From an optimization exercise on the open Yosys and OpenROAD flow, aimed at small area, a short achievable clock period and few clock cycles; shortcuts taken in it are not production practice.
In this exercise RTL edits were held to simulation tests only and were not proved equivalent to the original.
Power is estimated from default activity; no workload was simulated.

<file path="flow/config.mk">
export PLATFORM = sky130hd
export DESIGN_NAME = truncation_selection_mu_lambda
export DESIGN_NICKNAME = truncation_selection_mu_lambda
export VERILOG_FILES = /design/flow/design.v
export SDC_FILE = /design/flow/constraint.sdc
export NUM_CORES = 4
export LEC_CHECK = 0
export CAP_MARGIN = 20
export CORE_MARGIN = 2
export CORE_UTILIZATION = 45
export SLEW_MARGIN = 20
</file>
<file path="flow/constraint.sdc">
create_clock -name core_clock -period 10.0 [get_ports {clk_i}]
set_input_delay 2.0000 -clock core_clock [delete_from_list [all_inputs] [get_ports {clk_i}]]
set_output_delay 2.0000 -clock core_clock [all_outputs]
set_load 0.01 [all_outputs]
</file>
<file path="flow/design.v">
`timescale 1ns / 1ps
package tsml_pkg;
  localparam int MaxParents   = 32;
  localparam int MaxOffspring = 64;
  localparam int FitBits      = 32;
  localparam int PIdxW    = $clog2(MaxParents);
  localparam int OIdxW    = $clog2(MaxOffspring);
  localparam int MuW      = $clog2(MaxParents + 1);
  localparam int LamW     = $clog2(MaxOffspring + 1);
  localparam int EntryW   = 6;
  localparam int SlotW    = 5;
  localparam int SrcW     = 6;
  localparam int CfgIdxW  = 2;
  localparam int CfgDataW = 8;
  localparam int PCountW  = 6;
  localparam int OCountW  = 7;
  typedef enum logic [1:0] {
    OP_LOAD_PARENT    = 2'd0,
    OP_LOAD_OFFSPRING = 2'd1,
    OP_RUN            = 2'd2,
    OP_NONE           = 2'd3
  } op_e;
  typedef enum logic [CfgIdxW-1:0] {
    REG_KEEP_PARENTS    = 2'd0,
    REG_MINIMIZE        = 2'd1,
    REG_PARENT_COUNT    = 2'd2,
    REG_OFFSPRING_COUNT = 2'd3
  } reg_e;
  typedef struct packed {
    logic in_ready;
    logic start;
    logic grp;        
    logic rk_load;
    logic rk_hold;
    logic rk_scan;
    logic rk_write;
    logic mg_idx;
    logic mg_fit;
    logic mg_cmp;
    logic em_pos;
    logic em_idx;
    logic em_fit;
    logic em_load;
    logic err_load;
  } tsml_cmd_t;
  typedef struct packed {
    logic run_req;
    logic mu_zero;
    logic comma_err;
    logic lam_zero;
    logic keep;
    logic scan_done;
    logic rank_done;
    logic merge_more;
    logic emit_done;
    logic out_free;
  } tsml_sts_t;
endpackage
`timescale 1ns / 1ps
import tsml_pkg::*;
module tsml_ctrl (
  input  logic      clk_i,
  input  logic      rst_ni,
  input  tsml_pkg::tsml_sts_t sts_i,
  output tsml_pkg::tsml_cmd_t cmd_o
);
  typedef enum logic [13:0] {
    S_IDLE    = 14'b00000000000001,
    S_RK_LOAD = 14'b00000000000010,
    S_RK_HOLD = 14'b00000000000100,
    S_RK_SCAN = 14'b00000000001000,
    S_RK_WRT  = 14'b00000000010000,
    S_MG_CHK  = 14'b00000000100000,
    S_MG_IDX  = 14'b00000001000000,
    S_MG_FIT  = 14'b00000010000000,
    S_MG_CMP  = 14'b00000100000000,
    S_EM_POS  = 14'b00001000000000,
    S_EM_IDX  = 14'b00010000000000,
    S_EM_FIT  = 14'b00100000000000,
    S_EM_LOAD = 14'b01000000000000,
    S_ERR     = 14'b10000000000000
  } state_e;
  state_e state_q, state_d;
  logic   grp_q, grp_d;
  always_comb begin
    state_d = state_q;
    grp_d   = grp_q;
    unique case (state_q)
      S_IDLE: begin
        if (sts_i.run_req) begin
          if (sts_i.mu_zero) begin
            state_d = S_IDLE;
          end else if (sts_i.comma_err) begin
            state_d = S_ERR;
          end else begin
            grp_d   = sts_i.lam_zero;
            state_d = S_RK_LOAD;
          end
        end
      end
      S_RK_LOAD: state_d = S_RK_HOLD;
      S_RK_HOLD: state_d = S_RK_SCAN;
      S_RK_SCAN: if (sts_i.scan_done) state_d = S_RK_WRT;
      S_RK_WRT: begin
        if (!sts_i.rank_done) begin
          state_d = S_RK_LOAD;
        end else if (grp_q) begin
          state_d = S_MG_CHK;
        end else if (sts_i.keep) begin
          grp_d   = 1'b1;
          state_d = S_RK_LOAD;
        end else begin
          state_d = S_EM_POS;
        end
      end
      S_MG_CHK:  state_d = sts_i.merge_more ? S_MG_IDX : S_EM_POS;
      S_MG_IDX:  state_d = S_MG_FIT;
      S_MG_FIT:  state_d = S_MG_CMP;
      S_MG_CMP:  state_d = S_MG_CHK;
      S_EM_POS:  state_d = S_EM_IDX;
      S_EM_IDX:  state_d = S_EM_FIT;
      S_EM_FIT:  state_d = S_EM_LOAD;
      S_EM_LOAD: if (sts_i.out_free) state_d = sts_i.emit_done ? S_IDLE : S_EM_POS;
      S_ERR:     if (sts_i.out_free) state_d = S_IDLE;
      default:   state_d = S_IDLE;
    endcase
  end
  always_ff @(posedge clk_i or negedge rst_ni) begin
    if (!rst_ni) begin
      state_q <= S_IDLE;
      grp_q   <= 1'b0;
    end else begin
      state_q <= state_d;
      grp_q   <= grp_d;
    end
  end
  assign cmd_o.in_ready = (state_q == S_IDLE);
  assign cmd_o.start    = (state_q == S_IDLE) && sts_i.run_req;
  assign cmd_o.grp      = grp_q;
  assign cmd_o.rk_load  = (state_q == S_RK_LOAD);
  assign cmd_o.rk_hold  = (state_q == S_RK_HOLD);
  assign cmd_o.rk_scan  = (state_q == S_RK_SCAN);
  assign cmd_o.rk_write = (state_q == S_RK_WRT);
  assign cmd_o.mg_idx   = (state_q == S_MG_IDX);
  assign cmd_o.mg_fit   = (state_q == S_MG_FIT);
  assign cmd_o.mg_cmp   = (state_q == S_MG_CMP);
  assign cmd_o.em_pos   = (state_q == S_EM_POS);
  assign cmd_o.em_idx   = (state_q == S_EM_IDX);
  assign cmd_o.em_fit   = (state_q == S_EM_FIT);
  assign cmd_o.em_load  = (state_q == S_EM_LOAD);
  assign cmd_o.err_load = (state_q == S_ERR);
endmodule
`timescale 1ns / 1ps
import tsml_pkg::*;
module tsml_datapath (
  input  logic                clk_i,
  input  logic                rst_ni,
  input  tsml_pkg::tsml_cmd_t         cmd_i,
  output tsml_pkg::tsml_sts_t         sts_o,
  input  logic                in_take_i,
  input  logic [1:0]          in_op_i,
  input  logic [tsml_pkg::EntryW-1:0]   in_idx_i,
  input  logic [tsml_pkg::FitBits-1:0]  in_fit_i,
  input  logic                cfg_take_i,
  input  logic [tsml_pkg::CfgIdxW-1:0]  cfg_index_i,
  input  logic [tsml_pkg::CfgDataW-1:0] cfg_data_i,
  input  logic                out_ready_i,
  output logic                out_valid_o,
  output logic [tsml_pkg::SlotW-1:0]    out_slot_o,
  output logic                out_from_off_o,
  output logic [tsml_pkg::SrcW-1:0]     out_src_o,
  output logic [tsml_pkg::FitBits-1:0]  out_fit_o,
  output logic                out_status_o,
  output logic                out_last_o
);
  function automatic logic fit_better(logic [FitBits-1:0] a, logic [FitBits-1:0] b,
                                      logic minimize);
    fit_better = minimize ? ($signed(a) < $signed(b)) : ($signed(a) > $signed(b));
  endfunction
  logic               keep_q, min_q;
  logic [PCountW-1:0] pcount_q;
  logic [OCountW-1:0] ocount_q;
  always_ff @(posedge clk_i or negedge rst_ni) begin
    if (!rst_ni) begin
      keep_q   <= 1'b1;
      min_q    <= 1'b0;
      pcount_q <= PCountW'(1);
      ocount_q <= '0;
    end else if (cfg_take_i) begin
      unique case (cfg_index_i)
        REG_KEEP_PARENTS:    keep_q   <= cfg_data_i[0];
        REG_MINIMIZE:        min_q    <= cfg_data_i[0];
        REG_PARENT_COUNT:    pcount_q <= cfg_data_i[PCountW-1:0];
        REG_OFFSPRING_COUNT: ocount_q <= cfg_data_i[OCountW-1:0];
        default: ;
      endcase
    end
  end
  logic [MuW-1:0]  mu;
  logic [LamW-1:0] lam, n;
  assign mu  = (pcount_q > PCountW'(MaxParents)) ? MuW'(MaxParents) : MuW'(pcount_q);
  assign lam = (ocount_q > OCountW'(MaxOffspring)) ? LamW'(MaxOffspring) : LamW'(ocount_q);
  assign n   = cmd_i.grp ? LamW'(mu) : lam;
  logic [tsml_pkg::FitBits-1:0] par_mem   [MaxParents];
  logic [tsml_pkg::FitBits-1:0] off_mem   [MaxOffspring];
  logic [OIdxW-1:0]   orank_mem [MaxOffspring];
  logic [PIdxW-1:0]   prank_mem [MaxParents];
  logic [PIdxW-1:0]   ppos_mem  [MaxParents];
  logic [tsml_pkg::FitBits-1:0] par_rd_q, off_rd_q;
  logic [OIdxW-1:0]   orank_rd_q;
  logic [PIdxW-1:0]   prank_rd_q, ppos_rd_q;
  logic [LamW-1:0]    i_q, k_q, oi_q;
  logic [OIdxW-1:0]   cnt_q;
  logic [tsml_pkg::FitBits-1:0] fi_q;
  logic [MuW-1:0]     j_q, picks_q, r_q, s_q;
  logic [OIdxW-1:0]   pos_q;
  logic               take_off_q;
  logic [PIdxW-1:0]   par_addr, prank_addr, wr_pos;
  logic [OIdxW-1:0]   off_addr, orank_addr, pos_c;
  logic [LamW-1:0]    k_nxt;
  logic [tsml_pkg::FitBits-1:0] scan_fit;
  logic               beat, take_c, out_free;
  assign k_nxt    = k_q + LamW'(1);
  assign pos_c    = keep_q ? OIdxW'(ppos_rd_q) : OIdxW'(s_q);
  assign take_c   = !keep_q || (MuW'(ppos_rd_q) < r_q);
  assign wr_pos   = PIdxW'(mu - MuW'(1) - MuW'(cnt_q));
  assign scan_fit = cmd_i.grp ? par_rd_q : off_rd_q;
  assign beat     = (k_q != i_q) && (fit_better(scan_fit, fi_q, min_q) ||
                    ((scan_fit == fi_q) && (k_q < i_q)));
  assign out_free = !out_valid_o || out_ready_i;
  always_comb begin
    par_addr   = '0;
    off_addr   = '0;
    orank_addr = '0;
    prank_addr = '0;
    if (cmd_i.rk_load) begin
      par_addr = PIdxW'(i_q);
      off_addr = OIdxW'(i_q);
    end else if (cmd_i.rk_scan) begin
      par_addr = PIdxW'(k_nxt);
      off_addr = OIdxW'(k_nxt);
    end else if (cmd_i.mg_idx) begin
      orank_addr = OIdxW'(oi_q);
      prank_addr = PIdxW'(j_q - MuW'(1));
    end else if (cmd_i.mg_fit) begin
      par_addr = prank_rd_q;
      off_addr = orank_rd_q;
    end else if (cmd_i.em_idx) begin
      par_addr   = PIdxW'(s_q);
      orank_addr = pos_c;
    end else if (cmd_i.em_fit || cmd_i.em_load) begin
      par_addr   = PIdxW'(s_q);
      orank_addr = pos_q;
      off_addr   = orank_rd_q;
    end
  end
  always_ff @(posedge clk_i) begin
    if (in_take_i && (in_op_i == OP_LOAD_PARENT) && (in_idx_i < EntryW'(MaxParents)))
      par_mem[PIdxW'(in_idx_i)] <= in_fit_i;
    if (in_take_i && (in_op_i == OP_LOAD_OFFSPRING))
      off_mem[OIdxW'(in_idx_i)] <= in_fit_i;
    if (cmd_i.rk_write && !cmd_i.grp)
      orank_mem[cnt_q] <= OIdxW'(i_q);
    if (cmd_i.rk_write && cmd_i.grp) begin
      prank_mem[wr_pos]       <= PIdxW'(i_q);
      ppos_mem[PIdxW'(i_q)]   <= wr_pos;
    end
    par_rd_q   <= par_mem[par_addr];
    off_rd_q   <= off_mem[off_addr];
    orank_rd_q <= orank_mem[orank_addr];
    prank_rd_q <= prank_mem[prank_addr];
    if (cmd_i.em_pos) ppos_rd_q <= ppos_mem[PIdxW'(s_q)];
  end
  always_ff @(posedge clk_i or negedge rst_ni) begin
    if (!rst_ni) begin
      i_q   <= '0;
      k_q   <= '0;
      cnt_q <= '0;
    end else begin
      if (cmd_i.start) i_q <= '0;
      else if (cmd_i.rk_write) i_q <= sts_o.rank_done ? '0 : i_q + LamW'(1);
      if (cmd_i.rk_hold) begin
        k_q   <= '0;
        cnt_q <= '0;
      end else if (cmd_i.rk_scan) begin
        k_q   <= k_nxt;
        cnt_q <= cnt_q + OIdxW'(beat);
      end
    end
  end
  always_ff @(posedge clk_i) begin
    if (cmd_i.rk_hold) fi_q <= cmd_i.grp ? par_rd_q : off_rd_q;
  end
  always_ff @(posedge clk_i or negedge rst_ni) begin
    if (!rst_ni) begin
      oi_q       <= '0;
      j_q        <= '0;
      picks_q    <= '0;
      r_q        <= '0;
      s_q        <= '0;
      pos_q      <= '0;
      take_off_q <= 1'b0;
    end else begin
      if (cmd_i.start) begin
        oi_q    <= '0;
        j_q     <= mu;
        picks_q <= '0;
        r_q     <= '0;
        s_q     <= '0;
      end else if (cmd_i.mg_cmp) begin
        picks_q <= picks_q + MuW'(1);
        if (!fit_better(par_rd_q, off_rd_q, min_q)) begin
          r_q  <= r_q + MuW'(1);
          oi_q <= oi_q + LamW'(1);
        end else begin
          j_q <= j_q - MuW'(1);
        end
      end else if (cmd_i.em_load && out_free) begin
        s_q <= s_q + MuW'(1);
      end
      if (cmd_i.em_idx) begin
        pos_q      <= pos_c;
        take_off_q <= take_c;
      end
    end
  end
  always_ff @(posedge clk_i or negedge rst_ni) begin
    if (!rst_ni) begin
      out_valid_o <= 1'b0;
    end else if ((cmd_i.em_load || cmd_i.err_load) && out_free) begin
      out_valid_o <= 1'b1;
    end else if (out_ready_i) begin
      out_valid_o <= 1'b0;
    end
  end
  always_ff @(posedge clk_i) begin
    if (cmd_i.em_load && out_free) begin
      out_slot_o     <= SlotW'(s_q);
      out_from_off_o <= take_off_q;
      out_src_o      <= take_off_q ? SrcW'(orank_rd_q) : SrcW'(s_q);
      out_fit_o      <= take_off_q ? off_rd_q : par_rd_q;
      out_status_o   <= 1'b0;
      out_last_o     <= sts_o.emit_done;
    end else if (cmd_i.err_load && out_free) begin
      out_slot_o     <= '0;
      out_from_off_o <= 1'b0;
      out_src_o      <= '0;
      out_fit_o      <= '0;
      out_status_o   <= 1'b1;
      out_last_o     <= 1'b1;
    end
  end
  assign sts_o.run_req    = in_take_i && (in_op_i == OP_RUN);
  assign sts_o.mu_zero    = (mu == '0);
  assign sts_o.comma_err  = !keep_q && (LamW'(mu) > lam);
  assign sts_o.lam_zero   = (lam == '0);
  assign sts_o.keep       = keep_q;
  assign sts_o.scan_done  = (k_q == n - LamW'(1));
  assign sts_o.rank_done  = (i_q == n - LamW'(1));
  assign sts_o.merge_more = (picks_q < mu) && (oi_q < lam);
  assign sts_o.emit_done  = (s_q == mu - MuW'(1));
  assign sts_o.out_free   = out_free;
endmodule
`timescale 1ns / 1ps
import tsml_pkg::*;
module truncation_selection_mu_lambda (
  input  logic                clk_i,
  input  logic                rst_ni,
  input  logic                in_valid,
  output logic                in_ready,
  input  logic [1:0]          in_operation,
  input  logic [tsml_pkg::EntryW-1:0]   in_entry_index,
  input  logic [tsml_pkg::FitBits-1:0]  in_fitness,
  input  logic                cfg_valid,
  output logic                cfg_ready,
  input  logic [tsml_pkg::CfgIdxW-1:0]  cfg_index,
  input  logic [tsml_pkg::CfgDataW-1:0] cfg_data,
  output logic                out_valid,
  input  logic                out_ready,
  output logic [tsml_pkg::SlotW-1:0]    out_slot,
  output logic                out_from_offspring,
  output logic [tsml_pkg::SrcW-1:0]     out_source_index,
  output logic [tsml_pkg::FitBits-1:0]  out_survivor_fitness,
  output logic                out_status,
  output logic                out_last
);
  tsml_pkg::tsml_cmd_t cmd;
  tsml_pkg::tsml_sts_t sts;
  logic      in_take, cfg_take;
  assign in_ready  = cmd.in_ready;
  assign in_take   = in_valid && in_ready;
  assign cfg_ready = 1'b1;
  assign cfg_take  = cfg_valid;
  tsml_ctrl u_ctrl (
    .clk_i  (clk_i),
    .rst_ni (rst_ni),
    .sts_i  (sts),
    .cmd_o  (cmd)
  );
  tsml_datapath u_dp (
    .clk_i          (clk_i),
    .rst_ni         (rst_ni),
    .cmd_i          (cmd),
    .sts_o          (sts),
    .in_take_i      (in_take),
    .in_op_i        (in_operation),
    .in_idx_i       (in_entry_index),
    .in_fit_i       (in_fitness),
    .cfg_take_i     (cfg_take),
    .cfg_index_i    (cfg_index),
    .cfg_data_i     (cfg_data),
    .out_ready_i    (out_ready),
    .out_valid_o    (out_valid),
    .out_slot_o     (out_slot),
    .out_from_off_o (out_from_offspring),
    .out_src_o      (out_source_index),
    .out_fit_o      (out_survivor_fitness),
    .out_status_o   (out_status),
    .out_last_o     (out_last)
  );
endmodule
</file>
<file path="flow/run.sh">
#!/bin/bash
# synth_recipe.tcl (not shown) runs the flow's synth.tcl, then flattens the netlist and writes it again
# the make line also repeats each setting of config.mk as NAME=value (left out here)
make -C /OpenROAD-flow-scripts/flow DESIGN_CONFIG=/design/flow/config.mk WORK_HOME=/design/flow/orfs CLKGATE_MAP_FILE= SYNTH_SCRIPT=/design/flow/synth_recipe.tcl finish
</file>
==> impl_metrics.yaml <==
grt:
  grt_max_degree: 146
  grt_pass1_vias: 89900
  antenna_found_initial: 37
  grt_usage_pct: 23.6
  grt_pass1_wl_microns: 625000
  overflow: 0
timing:
  clock_skew_ps: 46.2
  rsz0062_at_grt: "false"
  hold_ws_ps: 488
  relSlewSlack_pct: 24.3
  period_share_pct: 65.3
  hold_viol: 0
  fmax_mhz: 153
  maxSlewViolCount: 0
  finalSetupViolCount: 0
  worst_pin_slew_ps: 1140
  fin_crit_ps: 6530
  setup-tns-final_ps: 0
yosys:
  syn_avg_cell_area_sq_um: 15.6
  async_flop_share_pct: 2.19
  synth.distinct_cells: 91
  synthCells: 10300
  yosysWarnings: 2
  synth_area_sq_um: 160000
  synth_seq_cells: 4022
  ys_seq_area_share_pct: 74.7
  synth-edff-count: 3858
  ys.flop_type: "edfxtp_1"
  syn_nets: 10400
floorplanning:
  core_sq_um: 355000
  ios: 104
  fp.dieArea_sq_um: 361000
  die_h_microns: 601
  fp-row-count: 219
  start_util_pct: 45.1
  fp.dieW_microns: 601
setup_path:
  critPathBufInv: 2
  r2r_setup_slack_ps: 4270
  path_cells: "or4_4, nor3_4, nand4b_1, inv_1, clkdlybuf4s50_1"
  critPathCaptureType: "output pin"
  cp_max_fo: 9
  cpMaxStageDelayCell: "nand4b_1"
  critPathMaxStageDelay_ps: 830
  crit_required_ps: 8000
  reg2reg_depth: 12
  worstSetupPathType: "reg2out"
  start_kind: "register"
  critPathTopFamily: "simple AND/OR/NAND/NOR gates"
  cp.depth: 5
  crit_arrival_ps: 4530
clock_tree:
  cts_buffer_depth: 4
  clk_pin_slew_ps: 60
  numCtsBuffers: 408
  clock_latency_ps: 970
  cts_tree: "built"
  cts_setup_buffers: 0
  clock-sinks: 4022
  cts_resized: 0
  h-tree-depth: 5
  cts_root_buf: "clkbuf_16"
  holdBufCountCts: 0
drt:
  dr_wl_met2_microns: 208000
  drt-pass1-iter-count: 6
  route.detailed.drc: 0
  top_layer: "met5"
  ant_nets: 0
  routed_via_density: 5.90
  wl_met1_microns: 179000
  avgRoutedWirePerCell_microns: 28.1
  wl_met3_microns: 33200
  drtIter0Drc: 10700
  vias: 91800
  wl_microns: 437000
worst_hold_path:
  hold_class: "reg2reg"
  holdPathStages: 2
placement:
  gp_congestion: 0.881
  io_buffers: 101
  dp_hpwl_microns: 249000
  place_area_sq_um: 168000
final_layout:
  mostFrequentLayoutCells: "edfxtp_1 (3,858), nand2_1 (1,653), mux2i_1 (931)"
  regArea_sq_um: 120000
  final_common_cell: "edfxtp_1"
  n_fill_cell: 28900
  layout.nets: 10600
  final_area_sq_um: 181000
  drive_above_1_share_pct: 11.7
  area_growth_pct: 12.9
  multi_input_area_sq_um: 38600
run:
  maxCapViolations: 0
run_status:
  run_status: "complete, no violations"
power:
  ir_drop_mv: 0.169
  powerDensity_nw_per_um2: 218
  p_leak_nw: 64.6
metal layers:
layer  track usage, %  vias up
met5                0        -
met2             38.2     3795
met1             32.6    47200
li1                 -    40100
met3             3.42      700
met4             8.60       18
final cells by class:
type / count / share of cell area, %
flip-flops and latches: 4022 / 66.1
well taps: 4751 / 3.29
clock buffers: 520 / 6.08
diodes: 29 / 0.0401
inverters: 116 / 0.244
repair buffers: 338 / 1.66
multi-input cells: 5549 / 21.3
clock inverters: 230 / 1.21
path summary, 6_finish.rpt:
path                                         from                to
worst max register to register  u_ctrl.state_q[2]  u_dp.off_rd_q[1]
worst min-delay path                u_dp.pos_q[5]     u_dp.pos_q[5]
worst max-delay path            u_ctrl.state_q[9]          in_ready
worst min register to register      u_dp.pos_q[5]     u_dp.pos_q[5]
max in group asynchronous                  rst_ni       u_dp.s_q[1]
min in group asynchronous                  rst_ni   u_dp.picks_q[4]
logic make-up after synthesis:
group / after synthesis / synth area share, %
adders and majority gates: 111 / 0.872
AOI/OAI and AO/OA: 1265 / 5.47
buffers and inverters: 711 / 1.90
other: 1 / 0.00234
DFF: 4022 / 74.7
and+or+nand+nor: 2964 / 8.12
muxes: 1149 / 8.64
xor gates and xnor gates: 59 / 0.331
cell usage after synthesis, types with 9 or more instances:
cell type  number  area, sq um
a31oi_1       128          801
a21oi_1       122          611
a311o_1        31          310
mux2_2         35          394
edfxtp_1     3858       116000
xor2_1         15          131
buf_2         129          646
mux4_2        183         4120
nor3b_1        13         97.6
a32oi_1       251         2200
a311oi_1       10         87.6
nor2b_1        27          169
mux2i_1       931         9320
inv_1         110          413
nand2b_1       21          131
dfxtp_1        76         1520
a21o_1         62          465
a211oi_1      105          788
xnor2_1        43          377
o211ai_1       40          300
nand4_1        71          444
ha_1          110         1380
nand3_1       504         2520
nand2_1      1658         6220
buf_1          63          236
nor3_1         22          110
or4_1          16          120
o21ai_0       161          806
nor4_1         21          131
and3_1        117          732
buf_4          36          270
o21a_1         13         97.6
and2_1         39          244
a22oi_1        43          323
and2_0         12         75.1
dfrtp_1        85         2130
o21ai_1        28          140
o22ai_1       219         1370
clkbuf_1      357         1340
nor2_1        357         1340
buf_6           9          101
or3_1          41          257
flip-flops by register name (all words and copies together) (netlist names), 32 cells and up:
name / count
u_dp.fi_q: 32
u_dp.ppos_mem: 160
u_dp.prank_mem: 160
u_dp.orank_mem: 384
u_dp.out_fit_o: 32
u_dp.off_mem: 2048
u_dp.par_mem: 1024
u_dp.off_rd_q: 32
u_dp.par_rd_q: 32
where the power goes:
part,switching [mW],internal (mW),leakage (nW)
registers,0.496,19.0,36.6
clock network,6.36,8.67,6.47
logic,3.33,1.57,21.5
worst min-delay path, stage by stage, from the launching register on:
cell     delay [ps]
dfrtp_1         350
nand2_1          50
o21ai_0          60
per-stage QoR:
| step | total power, mW | utilization [%] | setup WS [ps] | instances |
|---|---|---|---|---|
| after floorplan | 22.5 | - | 5290 | 10300 |
| after global placement | 24.6 | 47.2 | 4270 | 14800 |
| after detailed placement | 24.7 | 47.2 | 4260 | 14800 |
| after CTS | 39.6 | 50.9 | 3490 | 15500 |
| after global routing | 40.7 | 50.9 | 3390 | 15500 |
| final | 39.4 | 50.9 | 3470 | 15600 |
Testbench counts, summed over its fixed seeds: cycles 519,698.

static timing again, ports no longer ideal:
The flow's constraints put no driver on any port. The routed layout listed below was extracted and timed again, unchanged, in two steps. Step 1, drivers: a clkbuf_16 drives clk_i and a buf_2 each remaining input, both assumed. Step 2 times the ports against the registers' clock, not the clock port: input delays grow and output delays shrink by t, the midpoint of the rising clock arrivals with the driver on. Slacks: no drivers / after step 1 / after step 2; pairs: no drivers / after step 1.
shift t [ns]: 1.066
slack for setup (ns): 3.471 / 3.354 / 4.183
worst setup path after step 2: input to register
After both steps this run still meets setup and hold. The setup slack of this run moves by -0.117 ns with the drivers and by +0.712 ns with both steps.
